What follows belongs to an exercise in optimizing a design on an open flow for small area and a short achievable clock period; a production flow would make more cautious choices.
Function was checked by simulation only, so behaviour that the tests miss may differ from the original.

==> inputs of delta <==
==> flow/design.v <==
module lif_neuron_grid #(
  parameter int WIDTH    = 16,
  parameter int LAYERS   = 6,
  parameter int WEIGHT_W = 4,
  parameter int THR_W    = 6,
  parameter int ACC_W    = 8,
  parameter int REFRAC   = 2
) (
  input  logic             clk,
  input  logic             rst_n,
  input  logic             tick,
  input  logic [WIDTH-1:0] spike_in,
  input  logic             cfg_en,
  input  logic             cfg_data,
  output logic             cfg_out,
  output logic [WIDTH-1:0] spike_out,
  output logic             spike_valid
);
  localparam int CFG_W = 3*WEIGHT_W + THR_W + 2;
  localparam int N     = LAYERS*WIDTH;
  localparam int CHAIN = N*CFG_W;
  localparam int REF_W = (REFRAC > 0) ? $clog2(REFRAC + 1) : 1;
  localparam int EXT_W = ACC_W + 2;
  localparam logic signed [EXT_W-1:0] V_MAX = EXT_W'((2**(ACC_W-1)) - 1);
  localparam logic signed [EXT_W-1:0] V_MIN = EXT_W'(-(2**(ACC_W-1)));
  logic [CHAIN-1:0]     chain_q, chain_d;
  logic [N*ACC_W-1:0]   v_q, v_d, nv;
  logic [N*REF_W-1:0]   ref_q, ref_d, nref;
  logic [N-1:0]         spk_q, spk_d, nspk;
  logic                 spike_valid_q, spike_valid_d;
  genvar gl, gc;
  generate
    for (gl = 0; gl < LAYERS; gl++) begin : g_layer
      logic [WIDTH-1:0] src;
      if (gl == 0) begin : g_src_in
        assign src = spike_in;
      end else begin : g_src_prev
        assign src = spk_q[(gl-1)*WIDTH +: WIDTH];
      end
      for (gc = 0; gc < WIDTH; gc++) begin : g_col
        localparam int NI = gl*WIDTH + gc;
        logic [CFG_W-1:0]           cfg;
        logic signed [WEIGHT_W-1:0] w_l, w_c, w_r;
        logic [THR_W-1:0]           thr;
        logic [1:0]                 leak;
        logic                       tap_l, tap_c, tap_r;
        logic signed [EXT_W-1:0]    sum, v_ext, v_raw;
        logic signed [ACC_W-1:0]    v_cur, v_sat, thr_ext;
        logic [REF_W-1:0]           ref_cur;
        logic                       in_ref, fire;
        assign cfg  = chain_q[NI*CFG_W +: CFG_W];
        assign w_l  = cfg[0 +: WEIGHT_W];
        assign w_c  = cfg[WEIGHT_W +: WEIGHT_W];
        assign w_r  = cfg[2*WEIGHT_W +: WEIGHT_W];
        assign thr  = cfg[3*WEIGHT_W +: THR_W];
        assign leak = cfg[3*WEIGHT_W + THR_W +: 2];
        if (gc == 0) begin : g_no_left
          assign tap_l = 1'b0;
        end else begin : g_left
          assign tap_l = src[gc-1];
        end
        if (gc == WIDTH-1) begin : g_no_right
          assign tap_r = 1'b0;
        end else begin : g_right
          assign tap_r = src[gc+1];
        end
        assign tap_c = src[gc];
        assign sum = (tap_l ? EXT_W'(w_l) : {EXT_W{1'b0}})
                   + (tap_c ? EXT_W'(w_c) : {EXT_W{1'b0}})
                   + (tap_r ? EXT_W'(w_r) : {EXT_W{1'b0}});
        assign v_cur   = v_q[NI*ACC_W +: ACC_W];
        assign ref_cur = ref_q[NI*REF_W +: REF_W];
        assign v_ext   = EXT_W'(v_cur);
        assign v_raw   = v_ext - (v_ext >>> leak) + sum;
        assign v_sat   = (v_raw > V_MAX) ? V_MAX[ACC_W-1:0] :
                         (v_raw < V_MIN) ? V_MIN[ACC_W-1:0] : v_raw[ACC_W-1:0];
        assign thr_ext = ACC_W'(thr);
        assign in_ref = (ref_cur != '0);
        assign fire   = (thr != '0) && (v_sat >= thr_ext);
        assign nspk[NI]                = !in_ref && fire;
        assign nv[NI*ACC_W +: ACC_W]   = (in_ref || fire) ? '0 : v_sat;
        assign nref[NI*REF_W +: REF_W] = in_ref ? (ref_cur - REF_W'(1)) :
                                         (fire ? REF_W'(REFRAC) : '0);
      end
    end
  endgenerate
  always_comb begin
    chain_d       = chain_q;
    v_d           = v_q;
    ref_d         = ref_q;
    spk_d         = spk_q;
    spike_valid_d = 1'b0;
    if (cfg_en) begin
      chain_d = {cfg_data, chain_q[CHAIN-1:1]};
      v_d     = '0;
      ref_d   = '0;
      spk_d   = '0;
    end else if (tick) begin
      v_d           = nv;
      ref_d         = nref;
      spk_d         = nspk;
      spike_valid_d = 1'b1;
    end
  end
  always_ff @(posedge clk or negedge rst_n) begin
    if (!rst_n) begin
      chain_q       <= '0;
      v_q           <= '0;
      ref_q         <= '0;
      spk_q         <= '0;
      spike_valid_q <= 1'b0;
    end else begin
      chain_q       <= chain_d;
      v_q           <= v_d;
      ref_q         <= ref_d;
      spk_q         <= spk_d;
      spike_valid_q <= spike_valid_d;
    end
  end
  assign cfg_out     = chain_q[0];
  assign spike_out   = spk_q[N-1 -: WIDTH];
  assign spike_valid = spike_valid_q;
endmodule
==> flow/run.sh <==
#!/bin/bash
# synth_recipe.tcl (not shown) runs the flow's synth.tcl, then flattens the netlist and writes it again
# the make line also repeats each setting of config.mk as NAME=value (left out here)
make -C /OpenROAD-flow-scripts/flow DESIGN_CONFIG=/design/flow/config.mk WORK_HOME=/design/flow/orfs CLKGATE_MAP_FILE= SYNTH_SCRIPT=/design/flow/synth_recipe.tcl finish
==> flow/config.mk <==
export PLATFORM = sky130hd
export DESIGN_NAME = lif_neuron_grid
export DESIGN_NICKNAME = lif_neuron_grid
export VERILOG_FILES = /design/flow/design.v
export SDC_FILE = /design/flow/constraint.sdc
export NUM_CORES = 4
export LEC_CHECK = 0
export CAP_MARGIN = 20
export CORE_MARGIN = 2
export CORE_UTILIZATION = 40
export SLEW_MARGIN = 20
==> flow/constraint.sdc <==
create_clock -name core_clock -period 7.5 [get_ports {clk}]
set_input_delay 1.5000 -clock core_clock [delete_from_list [all_inputs] [get_ports {clk}]]
set_output_delay 1.5000 -clock core_clock [all_outputs]
set_load 0.01 [all_outputs]
==> indigo: changes against delta <==
==> flow/design.v, changed modules only <==
module lif_neuron_grid #(
  parameter int WIDTH    = 16,
  parameter int LAYERS   = 6,
  parameter int WEIGHT_W = 4,
  parameter int THR_W    = 6,
  parameter int ACC_W    = 8,
  parameter int REFRAC   = 2
) (
  input  logic             clk,
  input  logic             rst_n,
  input  logic             tick,
  input  logic [WIDTH-1:0] spike_in,
  input  logic             cfg_en,
  input  logic             cfg_data,
  output logic             cfg_out,
  output logic [WIDTH-1:0] spike_out,
  output logic             spike_valid
);
  localparam int CFG_W = 3*WEIGHT_W + THR_W + 2;
  localparam int N     = LAYERS*WIDTH;
  localparam int CHAIN = N*CFG_W;
  logic [CHAIN-1:0] chain_q;
  logic [N-1:0]     r2_q, r1_q;
  logic             spike_valid_q;
  wire step = tick & ~cfg_en;
  always_ff @(posedge clk or negedge rst_n) begin
    if (!rst_n) begin
      chain_q       <= '0;
      spike_valid_q <= 1'b0;
    end else begin
      if (cfg_en) chain_q <= {cfg_data, chain_q[CHAIN-1:1]};
      spike_valid_q <= step;
    end
  end
  genvar gl, gc;
  generate
    for (gl = 0; gl < LAYERS; gl++) begin : g_layer
      logic [WIDTH-1:0] src;
      if (gl == 0) begin : g_src_in
        assign src = spike_in;
      end else begin : g_src_prev
        assign src = r2_q[(gl-1)*WIDTH +: WIDTH];
      end
      for (gc = 0; gc < WIDTH; gc++) begin : g_col
        localparam int NI = gl*WIDTH + gc;
        logic [CFG_W-1:0] cfg;
        logic signed [3:0] w_l, w_c, w_r;
        logic [5:0] thr;
        logic [1:0] leak;
        logic tap_l, tap_c, tap_r;
        logic signed [7:0] v_q, x, v_sat;
        logic signed [8:0] v_raw;
        logic signed [5:0] sum;
        logic in_ref, fire, ovf;
        assign cfg  = chain_q[NI*CFG_W +: CFG_W];
        assign w_l  = cfg[3:0];
        assign w_c  = cfg[7:4];
        assign w_r  = cfg[11:8];
        assign thr  = cfg[17:12];
        assign leak = cfg[19:18];
        assign tap_l = (gc == 0)       ? 1'b0 : src[(gc == 0) ? 0 : gc-1];
        assign tap_r = (gc == WIDTH-1) ? 1'b0 : src[(gc == WIDTH-1) ? 0 : gc+1];
        assign tap_c = src[gc];
        assign sum = (tap_l ? 6'(w_l) : 6'sd0) + (tap_c ? 6'(w_c) : 6'sd0)
                   + (tap_r ? 6'(w_r) : 6'sd0);
        assign x     = v_q >>> leak;
        assign v_raw = 9'(v_q) - 9'(x) + 9'(sum);
        assign ovf   = v_raw[8] ^ v_raw[7];
        assign v_sat = ovf ? {v_raw[8], {7{~v_raw[8]}}} : v_raw[7:0];
        assign in_ref = r2_q[NI] | r1_q[NI];
        assign fire   = (thr != 6'd0) && !v_raw[8] && (v_raw[7:0] >= {2'b00, thr});
        always_ff @(posedge clk or negedge rst_n) begin
          if (!rst_n) begin
            v_q      <= '0;
            r2_q[NI] <= 1'b0;
            r1_q[NI] <= 1'b0;
          end else if (cfg_en) begin
            v_q      <= '0;
            r2_q[NI] <= 1'b0;
            r1_q[NI] <= 1'b0;
          end else if (tick) begin
            v_q      <= (in_ref || fire) ? 8'sd0 : v_sat;
            r2_q[NI] <= !in_ref && fire;
            r1_q[NI] <= r2_q[NI];
          end
        end
      end
    end
  endgenerate
  assign cfg_out     = chain_q[0];
  assign spike_out   = r2_q[N-1 -: WIDTH];
  assign spike_valid = spike_valid_q;
endmodule
--- a/flow/config.mk
+++ b/flow/config.mk
@@ -7,2 +7,3 @@
 export LEC_CHECK = 0
+export ABC_CLOCK_PERIOD_IN_PS = 4000
 export CAP_MARGIN = 20
@@ -10,2 +11,3 @@
 export CORE_UTILIZATION = 40
+export SETUP_SLACK_MARGIN = 2.5
 export SLEW_MARGIN = 20
==> flow_summary.ini <==
[placed_design]
dp_hpwl_um = 313000
placed_area_sq_mm = 0.225

[critical_path]
crit_path_top_delay_cell = fa_2

[layout]
final_cell_mix = inv_1, dfrtp_1, nand2_1

[outcome]
outcome = finished clean

[clock_network]
cts_setup_buffers = 217
cts_resized = 535

[timing]
fin_crit_ns = 5.03
rsz0062_at_grt = yes

[logic_synthesis]
synth_top_area_share = 0.333
yosys.area_share.xor_xnor = 0.0288
-- figures above: indigo

==> flow_summary.ini <==
[outcome]
outcome = finished clean

[placed_design]
dp_hpwl_um = 380000

[critical_path]
crit_path_top_delay_cell = fa_1

[clock_network]
cts_setup_buffers = 0
cts_resized = 0

[layout]
final_cell_mix = inv_1, dfrtp_1, fa_1

[logic_synthesis]
synth_top_area_share = 0.309
synth_top_family_by_area = adder cells

[timing]
rsz0062_at_grt = no
-- figures above: delta

-- re-timing with driven ports --
The results above use ideal ports. As a check the final layouts listed here were re-extracted and re-timed, cells and wires unchanged.
Step 1 sets driving cells, clkbuf_16 on the clock port and buf_2 on the other inputs (assumed; they add their load-dependent delay and slew).
Step 2, shift: input delay + t, output delay - t, t = (earliest + latest rising clock arrival at the registers) / 2. This alone moves slack from input paths to output paths.
Three values: ideal, step 1, step 2; two values: the first two.
| run | t (ns) | setup slack, ns | latest minus earliest clock arrival (ns) | slew at the worst register clock pin (ns) | cell pins on the clock port's net |
|---|---|---|---|---|---|
| delta | 1.089 | 0.400 / 0.400 / -0.304 | 0.082 / 0.081 | 0.07 / 0.07 | 1 |
| indigo | 1.102 | 2.468 / 2.468 / 1.507 | 0.082 / 0.082 | 0.07 / 0.07 | 1 |
With both steps, setup timing fails in delta, where it was met with ideal ports. For indigo, which loses most, drivers alone change the setup slack by 0.000 ns; drivers and shift together by -0.961 ns.
